This is an optimization exercise on Yosys and OpenROAD, whose aim is small area, not a production implementation.
Where RTL was checked, it was by simulation tests only, not by an equivalence proof against the original.

== onyx ==
// fir_q15
module fir_q15 (
  input  logic               clk,
  input  logic               reset,
  input  logic               in_valid_i,
  output logic               in_ready_o,
  input  logic signed [15:0] in_data_i,
  input  logic               coef_we_i,
  input  logic [3:0]         coef_addr_i,
  input  logic signed [15:0] coef_data_i,
  output logic               coef_err_o,
  output logic               out_valid_o,
  output logic signed [15:0] out_data_o,
  output logic               busy_o
);
For scale: ~890 cells after synthesis, ~550 flip-flops, ~60 I/O pins.
==> module fir_mac_serial, before the edit <==
module fir_mac_serial (
  input  logic               clk,
  input  logic               reset,
  input  logic               in_valid_i,
  output logic               in_ready_o,
  input  logic signed [15:0] in_data_i,
  input  logic               coef_we_i,
  input  logic [3:0]         coef_addr_i,
  input  logic signed [15:0] coef_data_i,
  output logic               coef_err_o,
  output logic               out_valid_o,
  output logic signed [15:0] out_data_o,
  output logic               busy_o
);
  localparam logic [2:0] S_INIT = 3'd0, S_IDLE = 3'd1, S_PEND = 3'd2,
                         S_WAIT = 3'd3, S_COMP = 3'd4, S_NEG = 3'd5,
                         S_OUTV = 3'd6;
  logic [2:0]   st;
  logic [7:0]   t;
  logic [3:0]   bm;
  logic         cerr;
  logic [255:0] hq;
  logic [15:0]  xq [0:15];
  logic [20:0]  r;
  logic         hb;
  logic init, idle, pend, wait_s, comp, neg, outv;
  assign init   = (st == S_INIT);
  assign idle   = (st == S_IDLE);
  assign pend   = (st == S_PEND);
  assign wait_s = (st == S_WAIT);
  assign comp   = (st == S_COMP);
  assign neg    = (st == S_NEG);
  assign outv   = (st == S_OUTV);
  logic [7:0] t_n;
  assign t_n = t + 8'd1;
  logic wr_ph, wr, acc;
  assign wr_ph      = (t[7:4] == 4'hf) && (t[3:0] == coef_addr_i);
  assign in_ready_o = idle && (!coef_we_i || wr_ph);
  assign busy_o     = !in_ready_o;
  assign wr         = coef_we_i && in_ready_o;
  assign acc        = in_valid_i && in_ready_o;
  logic k15, hi0, hif;
  assign k15 = (t[3:0] == bm);
  assign hi0 = (t_n[7:4] == 4'h0);
  assign hif = (t_n[7:4] == 4'hf);
  logic mac, shift, ins;
  logic [20:0] rm, add, sum;
  assign mac   = comp || neg;
  assign shift = comp && k15;
  assign rm    = (mac || pend) ? r : 21'd0;
  assign add   = idle ? {{5{in_data_i[15]}}, in_data_i} :
                 (mac && hb) ? {{5{xq[0][15] ^ neg}}, xq[0] ^ {16{neg}}} :
                 {6'd0, wait_s, 14'd0};
  assign ins   = init || (pend && k15);
  logic [16:0] cy;
  assign cy[0] = neg && hb;
  for (genvar b = 0; b < 16; b++) begin : g_add
    assign sum[b]  = rm[b] ^ add[b] ^ cy[b];
    assign cy[b+1] = (rm[b] & add[b]) | (rm[b] & cy[b]) | (add[b] & cy[b]);
  end
  assign sum[20:16] = rm[20:16] + add[20:16] + {4'd0, cy[16]};
  always_ff @(posedge clk) begin
    for (int q = 0; q < 255; q++) hq[q] <= hq[q+1];
    for (int m = 0; m < 15; m++) if (wr) hq[16*m+15] <= coef_data_i[m];
    hq[255] <= wr ? coef_data_i[15] : init ? (t == 8'd0) : hq[0];
    hb <= (bm == 4'hf) ? hq[1] : hq[8'(9'd256 - {5'd0, bm})];
    for (int s = 0; s < 15; s++) xq[s] <= xq[s+1];
    xq[15] <= ins ? r[15:0] : xq[0];
    r <= shift ? {sum[20], sum[20:1]} : sum;
  end
  always_ff @(posedge clk or posedge reset) begin
    if (reset) begin
      st   <= S_INIT;
      t    <= 8'd0;
      bm   <= 4'hf;
      cerr <= 1'b0;
    end else begin
      t    <= t_n;
      cerr <= coef_we_i && !in_ready_o;
      case (st)
        S_INIT: if (t == 8'hff) st <= S_IDLE;
        S_IDLE: if (acc) st <= S_PEND;
        S_PEND: if (k15) begin
          st <= S_WAIT;
          bm <= bm - 4'd1;
        end
        S_WAIT: if (k15 && hi0) st <= S_COMP;
        S_COMP: if (k15 && hif) st <= S_NEG;
        S_NEG:  if (k15) st <= S_OUTV;
        default: st <= S_IDLE;
      endcase
    end
  end
  logic ovf;
  assign ovf         = !((&r[20:15]) || !(|r[20:15]));
  assign out_data_o  = ovf ? {r[20], {15{!r[20]}}} : r[15:0];
  assign out_valid_o = outv;
  assign coef_err_o  = cerr;
endmodule
Settings: LEC_CHECK=0, CAP_MARGIN=20, CORE_MARGIN=2, CORE_UTILIZATION=60, CTS_BUF_LIST=sky130_fd_sc_hd__clkbuf_8, CTS_CLUSTER_DIAMETER=100, CTS_CLUSTER_SIZE=16, SLEW_MARGIN=20; clock period 10.0 ns.
run.sh (not shown) runs the stock make flow with config.mk's settings and CLKGATE_MAP_FILE= SYNTH_SCRIPT=/design/flow/synth_recipe.tcl, a recipe that flattens the netlist after the stock synthesis.
## Diff of input files: sierra against onyx
--- a/flow/design.v
+++ b/flow/design.v
@@ -31,18 +31,16 @@
   assign comp   = (st == S_COMP);
   assign neg    = (st == S_NEG);
   assign outv   = (st == S_OUTV);
-  logic [7:0] t_n;
-  assign t_n = t + 8'd1;
   logic wr_ph, wr, acc;
-  assign wr_ph      = (t[7:4] == 4'hf) && (t[3:0] == coef_addr_i);
+  assign wr_ph      = thf && (t[3:0] == coef_addr_i);
   assign in_ready_o = idle && (!coef_we_i || wr_ph);
   assign busy_o     = !in_ready_o;
   assign wr         = coef_we_i && in_ready_o;
   assign acc        = in_valid_i && in_ready_o;
-  logic k15, hi0, hif;
+  logic k15, th0, thf;
   assign k15 = (t[3:0] == bm);
-  assign hi0 = (t_n[7:4] == 4'h0);
-  assign hif = (t_n[7:4] == 4'hf);
+  assign th0 = (t[7:4] == 4'h0);
+  assign thf = (t[7:4] == 4'hf);
   logic mac, shift, ins;
   logic [20:0] rm, add, sum;
   assign mac   = comp || neg;
@@ -59,11 +57,15 @@
     assign cy[b+1] = (rm[b] & add[b]) | (rm[b] & cy[b]) | (add[b] & cy[b]);
   end
   assign sum[20:16] = rm[20:16] + add[20:16] + {4'd0, cy[16]};
+  logic [15:0] taps;
+  for (genvar i = 0; i < 16; i++) begin : g_tap
+    assign taps[i] = hq[(256 - i) % 256];
+  end
   always_ff @(posedge clk) begin
     for (int q = 0; q < 255; q++) hq[q] <= hq[q+1];
     for (int m = 0; m < 15; m++) if (wr) hq[16*m+15] <= coef_data_i[m];
     hq[255] <= wr ? coef_data_i[15] : init ? (t == 8'd0) : hq[0];
-    hb <= (bm == 4'hf) ? hq[1] : hq[8'(9'd256 - {5'd0, bm})];
+    hb <= taps[bm];
     for (int s = 0; s < 15; s++) xq[s] <= xq[s+1];
     xq[15] <= ins ? r[15:0] : xq[0];
     r <= shift ? {sum[20], sum[20:1]} : sum;
@@ -75,7 +77,7 @@
       bm   <= 4'hf;
       cerr <= 1'b0;
     end else begin
-      t    <= t_n;
+      t    <= t + 8'd1;
       cerr <= coef_we_i && !in_ready_o;
       case (st)
         S_INIT: if (t == 8'hff) st <= S_IDLE;
@@ -84,8 +86,8 @@
           st <= S_WAIT;
           bm <= bm - 4'd1;
         end
-        S_WAIT: if (k15 && hi0) st <= S_COMP;
-        S_COMP: if (k15 && hif) st <= S_NEG;
+        S_WAIT: if (k15 && th0) st <= S_COMP;
+        S_COMP: if (k15 && thf) st <= S_NEG;
         S_NEG:  if (k15) st <= S_OUTV;
         default: st <= S_IDLE;
       endcase
Findings:
Between onyx and sierra, the flow reports non-clock buffer count decreasing slightly.
sierra against onyx: setup slack rose 0.039 ns; design area lower; arrival time at the worst endpoint has decreased.
Comparing share of post-route cells with drive strength above 1 for onyx and sierra, the bigger number came from onyx.
No functional check of the RTL was part of onyx.

## port drivers added, routing unchanged
The results above use ideal ports. As a check the final layouts listed here were re-extracted and re-timed, cells and wires unchanged. Step 1 assumes that a clkbuf_16 drives the clock port and a buf_2 every other input. Step 2 also shifts input and output timing later by t, the mid clock arrival at the registers, as if the neighbouring blocks saw the same clock. a / b / c = no drivers / after step 1 / after step 2; a / b = the first two.
run | shift t [ns] | slack for setup (ns) | worst hold slack (ns) | latest minus earliest clock arrival (ns) | worst data-port slew with drivers (ns)
onyx | 0.593 | 0.198 / 0.203 / -0.390 | 0.318 / 0.318 / 0.318 | 0.030 / 0.030 | 0.07
sierra | 0.607 | 0.237 / 0.258 / -0.349 | 0.318 / 0.318 / 0.318 | 0.038 / 0.038 | 0.04
Met with ideal ports but missed after step 2: setup timing in onyx and sierra. For onyx, which loses most, drivers alone change the setup slack by +0.005 ns; drivers and shift together by -0.588 ns.
